This is an optimization exercise on Yosys and OpenROAD, whose aim is small area, a short achievable clock period and few clock cycles per item, not a production implementation. Only simulation tests tie the RTL to the original design; equivalence was not proved.

Setup of amber:
==> flow/design.v (excerpt) <==
module radix_n_signed_digit_alu_unit (
   input  logic        clock,
   input  logic        reset,
   input  logic        start,
   output logic        busy,
   input  logic [67:0] req_data,
   output logic        rsp_valid,
   output logic [67:0] rsp_data,
   input  logic        csr_we,
   input  logic [4:0]  csr_wdata
);
   localparam logic [1:0] ST_OK           = 2'd0;
   localparam logic [1:0] ST_OVERFLOW     = 2'd1;
   localparam logic [1:0] ST_ZERO_BY_ZERO = 2'd2;
   localparam logic [1:0] ST_DIV_BY_ZERO  = 2'd3;
   localparam logic [2:0] S_IDLE = 3'd0;
   localparam logic [2:0] S_AS   = 3'd1;    
   localparam logic [2:0] S_SET  = 3'd2;    
   localparam logic [2:0] S_DIG  = 3'd3;    
   localparam logic [2:0] S_FIX1 = 3'd4;    
   localparam logic [2:0] S_FIX2 = 3'd5;    
   logic [4:0] radix_ff;
   logic [3:0] rmax_ff;    
   logic [3:0] k_ff;       
   logic [1:0] hm_ff;      
   logic [1:0] lm_ff;      
   logic [4:0] csr_r;
   assign csr_r = (csr_wdata < 5'd2) ? 5'd2 : (csr_wdata > 5'd16) ? 5'd16 : csr_wdata;
   always_ff @(posedge clock) begin
      if (reset) begin
         radix_ff <= 5'd10;
         rmax_ff  <= 4'd9;
         k_ff     <= 4'd6;
         hm_ff    <= 2'd2;
         lm_ff    <= 2'd1;
      end else if (csr_we) begin
         radix_ff <= csr_r;
         rmax_ff  <= 4'(csr_r - 5'd1);
         k_ff     <= 4'(5'd16 - csr_r);
         hm_ff    <= 2'((csr_r - 5'd1) >> 2);
         lm_ff    <= 2'(csr_r - 5'd1);
      end
   end
   logic [2:0]  st_ff, st_n;
   logic [1:0]  act_ff;
   logic        na_ff, nb_ff, anz_ff, bnz_ff, ge_ff;
   logic [31:0] a_ff, a_n, b_ff;
   logic [35:0] w_ff, w_n, m2_ff, m2_n, m4_ff;
   logic        ov4_ff, ovf_ff, ovf_n;
   logic [3:0]  cnt_ff, cnt_n;
   logic [1:0]  sp_ff;      
   logic        first_ff;   
   logic        fc_ff, fc_n;   
   logic [1:0]  ph_ff, ph_n;   
   logic [3:0]  qd_ff, qd_n;   
   logic        rsp_valid_ff, rsp_div_ff, rsp_mul_ff, neg_ff;
   logic [1:0]  status_ff;
   logic        cpl;                        
   logic [1:0]  cpl_stat;
   logic        cpl_neg;
   logic acc;
   assign busy = !((st_ff == S_IDLE) || (st_ff == S_AS) || cpl);
   assign acc  = start && !busy;
   logic [31:0] a_in, b_in;
   always_comb begin
      for (int i = 0; i < 8; i++) begin
         a_in[4*i +: 4] = (req_data[33+4*i +: 4] > rmax_ff) ? rmax_ff : req_data[33+4*i +: 4];
  ...
Settings: LEC_CHECK=0, CAP_MARGIN=20, CORE_MARGIN=2, CORE_UTILIZATION=40, SETUP_SLACK_MARGIN=5, SLEW_MARGIN=20, TNS_END_PERCENT=100; clock period 10.5 ns.
run.sh (not shown) runs the stock make flow with config.mk's settings and CLKGATE_MAP_FILE= SYNTH_SCRIPT=/design/flow/synth_recipe.tcl, a recipe that flattens the netlist after the stock synthesis.
Testbench counts of amber, summed over its fixed seeds: cycles 12,575, items 2,880.
Relative to amber, the following input files were edited for maple:
-- flow/design.v --
<<< amber, line 127
   logic [1:0] ph0;
   assign ph0 = (hm_ff != 2'd0) ? 2'd2 : (lm_ff != 2'd1) ? 2'd1 : 2'd0;
   logic [1:0] kk;
   assign kk = is_div ? (fc_ff ? ph0 : ph_ff) : mk;
   logic [35:0] mult;
   logic        mult_ov;
>>> maple, line 127
   logic [1:0] ph0;
   assign ph0 = (hm_ff != 2'd0) ? 2'd2 : (lm_ff != 2'd1) ? 2'd1 : 2'd0;
   function automatic logic [1:0] mul_step(input logic [3:0] bits);
      mul_step = (bits[3:2] != 2'd0) ? 2'd2 : bits[1] ? 2'd1 : 2'd0;
   endfunction
   logic [1:0] kk, kk_ff, kk_n;
   assign kk = kk_ff;
   logic [35:0] mult;
   logic        mult_ov;
<<< amber, line 185
   assign w9c  = first_ff ? {32'd0, at} : w9;
   assign lt_b = (w9c < {4'd0, b_ff});
   function automatic logic [3:0] lead_zeros(logic [31:0] v);
      logic [3:0] n;
>>> maple, line 188
   assign w9c  = first_ff ? {32'd0, at} : w9;
   assign lt_b = (w9c < {4'd0, b_ff});
   logic [35:0] w9c2;
   assign w9c2  = {first_ff ? 28'd0 : w_ff[27:0], a_ff[31:24]};
   function automatic logic [3:0] lead_zeros(logic [31:0] v);
      logic [3:0] n;
<<< amber, line 193
      lead_zeros = n;
   endfunction
   logic [4:0] lz_sum;
   assign lz_sum = {1'b0, lead_zeros(a_ff)} + {1'b0, lead_zeros(b_ff)};
   logic w_zero, top2_zero, top1_zero;
   assign w_zero    = first_ff || (w_ff == 36'd0);
>>> maple, line 198
      lead_zeros = n;
   endfunction
   logic [4:0] lz_sum, ks_sum;
   logic [3:0] ks_ff, ks_n, ksv;
   assign lz_sum = {1'b0, lead_zeros(a_ff)} + {1'b0, lead_zeros(b_ff)};
   assign ks_sum = {1'b0, lead_zeros(a_ff)} + 5'd7 - {1'b0, lead_zeros(b_ff)};
   assign ksv    = first_ff ? ((ks_sum > 5'd8) ? 4'd8 : ks_sum[3:0]) : ks_ff;
   logic w_zero, top2_zero, top1_zero;
   assign w_zero    = first_ff || (w_ff == 36'd0);
<<< amber, line 230
   logic [3:0] cnt0, qfin;
   assign cnt0       = first_ff ? 4'd8 : cnt_ff;
   assign pre_shift2 = w_zero && top2_zero && (cnt0 >= 4'd2);
   assign pre_shift1 = (w_zero && top1_zero) || (is_div && lt_b);
   assign set_exit   = first_ff && (!anz_ff || !bnz_ff || (is_mul && (lz_sum <= 5'd6)));
   assign skip2      = fc_ff && w_zero && top2_zero && (cnt_ff >= 4'd2);
   assign last_set   = (sp_ff != 2'd0) || (hm_ff == 2'd0);
   always_comb begin
>>> maple, line 238
   logic [3:0] cnt0, qfin;
   assign cnt0       = first_ff ? 4'd8 : cnt_ff;
   assign pre_shift2 = (is_div ? (ksv >= 4'd2) : (w_zero && top2_zero)) && (cnt0 >= 4'd2);
   assign pre_shift1 = (w_zero && top1_zero) || (is_div && lt_b);
   assign set_exit   = first_ff && (!anz_ff || !bnz_ff || (is_mul && (lz_sum <= 5'd6)));
   assign skip2      = fc_ff && (is_div ? (ksv >= 4'd2) : (w_zero && top2_zero)) && (cnt_ff >= 4'd2);
   assign last_set   = (sp_ff != 2'd0) || (hm_ff == 2'd0);
   always_comb begin
<<< amber, line 243
      fc_n  = fc_ff;
      ph_n  = ph_ff;
      qd_n  = qd_ff;
      ovf_n = ovf_ff;
>>> maple, line 251
      fc_n  = fc_ff;
      ph_n  = ph_ff;
      ks_n  = 4'd0;
      qd_n  = qd_ff;
      ovf_n = ovf_ff;
<<< amber, line 272
               if (pre_shift2) begin
                  a_n   = {a_ff[23:0], 8'd0};
                  cnt_n = cnt0 - 4'd2;
               end else if (pre_shift1) begin
                  a_n   = {a_ff[27:0], 4'd0};
>>> maple, line 281
               if (pre_shift2) begin
                  a_n   = {a_ff[23:0], 8'd0};
                  if (is_div) w_n = w9c2;
                  cnt_n = cnt0 - 4'd2;
                  ks_n  = ksv - 4'd2;
               end else if (pre_shift1) begin
                  a_n   = {a_ff[27:0], 4'd0};
<<< amber, line 290
            end else if (skip2) begin
               a_n   = {a_ff[23:0], 8'd0};
               cnt_n = cnt_ff - 4'd2;
               if (cnt_ff == 4'd2) begin
                  if (is_div && na_ff) st_n = S_FIX1;    
                  else cpl = 1'b1;
               end
>>> maple, line 301
            end else if (skip2) begin
               a_n   = {a_ff[23:0], 8'd0};
               if (is_div) w_n = w9c2;
               cnt_n = cnt_ff - 4'd2;
               ks_n  = ksv - 4'd2;
               if (cnt_ff == 4'd2) begin
                  if (is_div && na_ff) st_n = S_FIX1;
                  else cpl = 1'b1;
               end
<<< amber, line 348
      end
   end
   always_ff @(posedge clock) begin
      a_ff   <= a_n;
>>> maple, line 361
      end
   end
   logic [3:0] nt;
   always_comb begin
      nt = a_ff[31:28];
      if (((st_ff == S_SET) && !set_exit && pre_shift2) || ((st_ff == S_DIG) && !ovf_ff && skip2))
         nt = a_ff[23:20];
      else if (((st_ff == S_SET) && !set_exit && pre_shift1) || ((st_ff == S_DIG) && !ovf_ff && !skip2 && ddone))
         nt = a_ff[27:24];
      if (is_div)
         kk_n = fc_n ? ph0 : ph_n;
      else
         kk_n = mul_step(fc_n ? nt : qd_n);
   end
   always_ff @(posedge clock) begin
      a_ff   <= a_n;
<<< amber, line 355
      fc_ff  <= fc_n;
      ph_ff  <= ph_n;
      qd_ff  <= qd_n;
      ovf_ff <= ovf_n;
>>> maple, line 380
      fc_ff  <= fc_n;
      ph_ff  <= ph_n;
      kk_ff  <= kk_n;
      ks_ff  <= ks_n;
      qd_ff  <= qd_n;
      ovf_ff <= ovf_n;
Results
maple vs amber on number of multi-input logic gates: maple is the higher one. maple vs amber, critical path launch point: a_ff[0] vs fc_ff. Per the comparison of maple with amber, post-synthesis adder-cell area fraction has increased; non-filler instance count after layout grew by 279. Summed instance area of the synthesized netlist on maple is behind amber. Weighted congestion at the end of routability-driven global placement ends up higher on maple. Where core area is concerned, amber is better than maple. Comparing maple and amber, detail-routed via count per cell is lower on amber.
Testbench counts of maple, summed over its fixed seeds: cycles 11,466, items 2,880.

-- separate check: timing with driven ports --
No port has a modelled driver above. Below, the same layouts with a new extraction and two added sets of constraints. Step 1 assumes that a clkbuf_16 drives the clock port and a buf_2 every other input. Step 2 also shifts input and output timing later by t, the mid clock arrival at the registers, as if the neighbouring blocks saw the same clock. Slacks: ideal ports / drivers / drivers and shift; pairs: ideal ports / drivers.
run | shift t [ns] | slack for setup (ns) | hold slack, ns | slew at the worst register clock pin (ns) | worst data-port slew with drivers (ns)
amber | 0.653 | 3.271 / 3.271 / 3.271 | 0.468 / 0.468 / 0.468 | 0.07 / 0.07 | 0.05
maple | 0.671 | 3.605 / 3.541 / 3.673 | 0.470 / 0.470 / 0.470 | 0.07 / 0.07 | 0.04
After both steps every run listed still meets setup and hold.
